From an optimization exercise on the open Yosys and OpenROAD flow, aimed at small area, a short achievable clock period and few clock cycles per item; shortcuts taken in it are not production practice. In this exercise RTL edits were held to simulation tests only and were not proved equivalent to the original. Power and IR drop assume default switching activity.

xenon:
// xoroshiro_range_generator_top
module xoroshiro_range_generator_top
(
  input  logic                 clk,
  input  logic                 rst,
  input  logic                 req_valid,
  output logic                 req_stall,
  input  xrg_pkg::xrg_req_t             req,
  output logic                 rsp_valid,
  input  logic                 rsp_stall,
  output xrg_pkg::xrg_rsp_t             rsp,
  input  logic                 cfg_valid,
  output logic                 cfg_ready,
  input  logic [xrg_pkg::CFG_IDX_W-1:0] cfg_index,
  input  logic [xrg_pkg::WORD_W-1:0]    cfg_data
);
Size in the first run: roughly 4800 cells after synthesis, roughly 410 flip-flops, about 270 I/O pins.
make LEC_CHECK=0 CAP_MARGIN=20 CORE_MARGIN=2 CORE_UTILIZATION=55 SETUP_SLACK_MARGIN=1.0 SLEW_MARGIN=20 finish   # period 6.0 ns
run.sh (not shown) runs the stock make flow with config.mk's settings and CLKGATE_MAP_FILE= SYNTH_SCRIPT=/design/flow/synth_recipe.tcl, a recipe that flattens the netlist after the stock synthesis.
Testbench counts of xenon, summed over its fixed seeds: cycles 25,818, items 1,600.
Edits applied to the flow inputs when going from xenon to willow:
Settings: SETUP_SLACK_MARGIN changed from 1.0 to 1.5; CORE_UTILIZATION changed from 55 to 40.
--- outcome ---
willow — final weighted congestion in routability-driven placement about 3% lower, xenon as reference. [willow vs xenon] clock skew: lower in willow. Lower post-cts gate resize count among willow and xenon: xenon. Per the comparison of willow with xenon, area growth from synthesis to final layout climbed 5.8 points; post-route non-filler standard cell count picked up an extra 478. Looking at initial antenna violation count, willow sits 12 below xenon. willow vs xenon, detailed placer's ending HPWL went down by about 4%. Going from xenon to willow, wire length of the first global-routing pass decreased by about 0.8% relative to the old numbers; vias after detailed routing went down by 167; share of cell area taken by multi-input logic gates has decreased; sequential share of layout area shrank by 1.1 points.

---

build 30:
Another version of the RTL of xoroshiro_range_generator_top (not shown whole).
For scale: about 400 flip-flops, ~270 I/O pins, roughly 37,000 µm² of cells after synthesis.
export LEC_CHECK = 0
export CAP_MARGIN = 20
export CORE_MARGIN = 2
export CORE_UTILIZATION = 50
export GPL_TIMING_DRIVEN = 0
export SETUP_SLACK_MARGIN = 1.5
export SLEW_MARGIN = 20
create_clock -name core_clock -period 6.0 [get_ports {clk}]
Testbench counts of build 30, summed over its fixed seeds: cycles 25,157, items 1,600.
> inputs changed (build 30 -> build 80)
- swapping 20 for 5 in SLEW_MARGIN
- clearing GPL_TIMING_DRIVEN, which used to be 0
- swapping 20 for 5 in CAP_MARGIN
==> notes.md <==
Comparing build 30 and build 80, the lower critical path depth was measured on build 80. Going from build 30 to build 80, clock skew shrinks by 0.016 ns. Number of buffers added by the clock tree synthesis step up about 4% in build 80 wrt build 30. Build 80: first-iteration DRC count about 17% below build 30. Detailed placement HPWL of build 80 falls short of that of build 30 by more than 10%. Re part of the cycle the worst path needs: build 30 was higher than build 80. Compared with build 30, build 80 ends up with less cell area. Taking build 30 as the reference, in build 80 final cell count without fillers saw a decrease, non-clock buffer count dropped 277. Of build 80 and build 30, it is build 80 that has the lower non-clock buffer area fraction after layout. Share of cells above drive strength 1, build 30 and build 80: higher on build 30.
Modified inputs, build 20 compared to build 80
- changing CORE_UTILIZATION from 50 to 42
- changing CAP_MARGIN from 5 to 20
- changing SETUP_SLACK_MARGIN from 1.5 to 1.6
- changing SLEW_MARGIN from 5 to 20
## What came out
Comparing the two runs side by side, build 20 comes out ahead of build 80 on setup slack at placement.
Against build 80, build 20 comes in 0.035 ns higher on worst setup slack.
Flip-flop and latch area: build 80 vs build 20, no meaningful difference
Build 20 vs build 80: detailed placement HPWL up
On global-route usage: build 20 sits below build 80.
Via count of the routed design went up slightly going from build 80 to build 20.
Design area of build 20 exceeds that of build 80 slightly.

---

Setup of build 83:
Starting RTL as in the previous note.
export LEC_CHECK = 0
export CAP_MARGIN = 20
export CORE_MARGIN = 2
export CORE_UTILIZATION = 50
export SETUP_SLACK_MARGIN = 1.25
export SLEW_MARGIN = 20
create_clock -name core_clock -period 6.0 [get_ports {clk}]
Testbench counts of build 83, summed over its fixed seeds: cycles 25,157, items 1,600.
What build 77 does differently from build 83 at the input level:
- SETUP_SLACK_MARGIN: 1.25 -> 1.5
==> notes.md <==
- Per the comparison of build 77 with build 83, cell area after technology mapping essentially unchanged, static leakage power increased 0.46 nW, arrival time at the worst endpoint decreased 0.26 ns, total power increased about 3.7%.
- Build 77 ended up with a higher net total in the final layout than build 83 did.
- Number of global-route vias before repair was higher in the run labelled build 77.
- Diff build 83 -> build 77: count of inverters not on the clock network in the layout neither gained nor lost much; growth of design area from synthesis to finish increased 2.7 points.
- For build 83, the end point of the critical path was u_back.r[63], unlike build 77, where it was u_back.r[55].

---

xoroshiro_range_generator_top, a different RTL version from the one above (not shown whole).
For scale: about 4100 cells after synthesis, about 400 flip-flops, roughly 270 I/O pins.
==> flow/design.v (excerpt) <==
module xoroshiro_range_generator_top
(
  input  logic                 clk,
  input  logic                 rst,
  input  logic                 req_valid,
  output logic                 req_stall,
  input  xrg_pkg::xrg_req_t             req,
  output logic                 rsp_valid,
  input  logic                 rsp_stall,
  output xrg_pkg::xrg_rsp_t             rsp,
  input  logic                 cfg_valid,
  output logic                 cfg_ready,
  input  logic [xrg_pkg::CFG_IDX_W-1:0] cfg_index,
  input  logic [xrg_pkg::WORD_W-1:0]    cfg_data
);
Settings: LEC_CHECK=0, CAP_MARGIN=20, CORE_MARGIN=2, CORE_UTILIZATION=50, SETUP_SLACK_MARGIN=1.8, SLEW_MARGIN=20; clock period 6.0 ns.
The first run completed with no timing, DRC or antenna violations.
Testbench counts at the start, summed over its fixed seeds: cycles 25,157, items 1,600.
Then changed:
SETUP_SLACK_MARGIN = 1.5   (was 1.8)
Result: Clock power goes up by about 2%. Register-to-register slack gains 50 ps. Hold slack gains 4.2 ps. Synthesized cell count stays the same. Global-route usage goes down by 0.68 points. Wire length goes down by 2.1%. Design area goes down by 3.6%. Via count goes down by about 0.6%. Sequential share of layout area goes up by 0.85 points.

==> static timing again, ports no longer ideal <==
How much do the figures lean on ideal ports? The routed layouts below were timed once more, with nothing changed but the port constraints. Step 1: set_driving_cell puts a clkbuf_16 on clk and a buf_2 on each other input, an assumption about the parent block. Step 2 moves the port delays by t, midway between the first and last clock arrival at a register: inputs arrive t later, outputs are due t later. That takes back most of the time a late clock gives input paths. Three values: no drivers, after step 1, after step 2; two values: the first two.
run | t, ns | setup WS [ns] | worst data-port slew with drivers (ns)
xenon | 0.727 | 1.080 / 1.080 / 0.609 | 0.10
willow | 0.716 | 1.386 / 1.386 / 0.897 | 0.05
build 30 | 0.696 | 1.338 / 1.338 / 0.873 | 0.06
build 80 | 0.701 | 1.474 / 1.474 / 0.901 | 0.07
build 20 | 0.690 | 1.509 / 1.509 / 0.951 | 0.06
build 83 | 0.706 | 1.305 / 1.305 / 0.736 | 0.06
build 77 | 0.701 | 1.474 / 1.474 / 0.901 | 0.07
the first run of note 4 | 0.679 | 1.441 / 1.441 / 1.210 | 0.08
the second run of note 4 | 0.704 | 1.415 / 1.466 / 0.762 | 0.06
After both steps setup and hold are still met in every run listed. For the second run of note 4, which loses most, drivers alone change the setup slack by +0.051 ns; drivers and shift together by -0.653 ns.
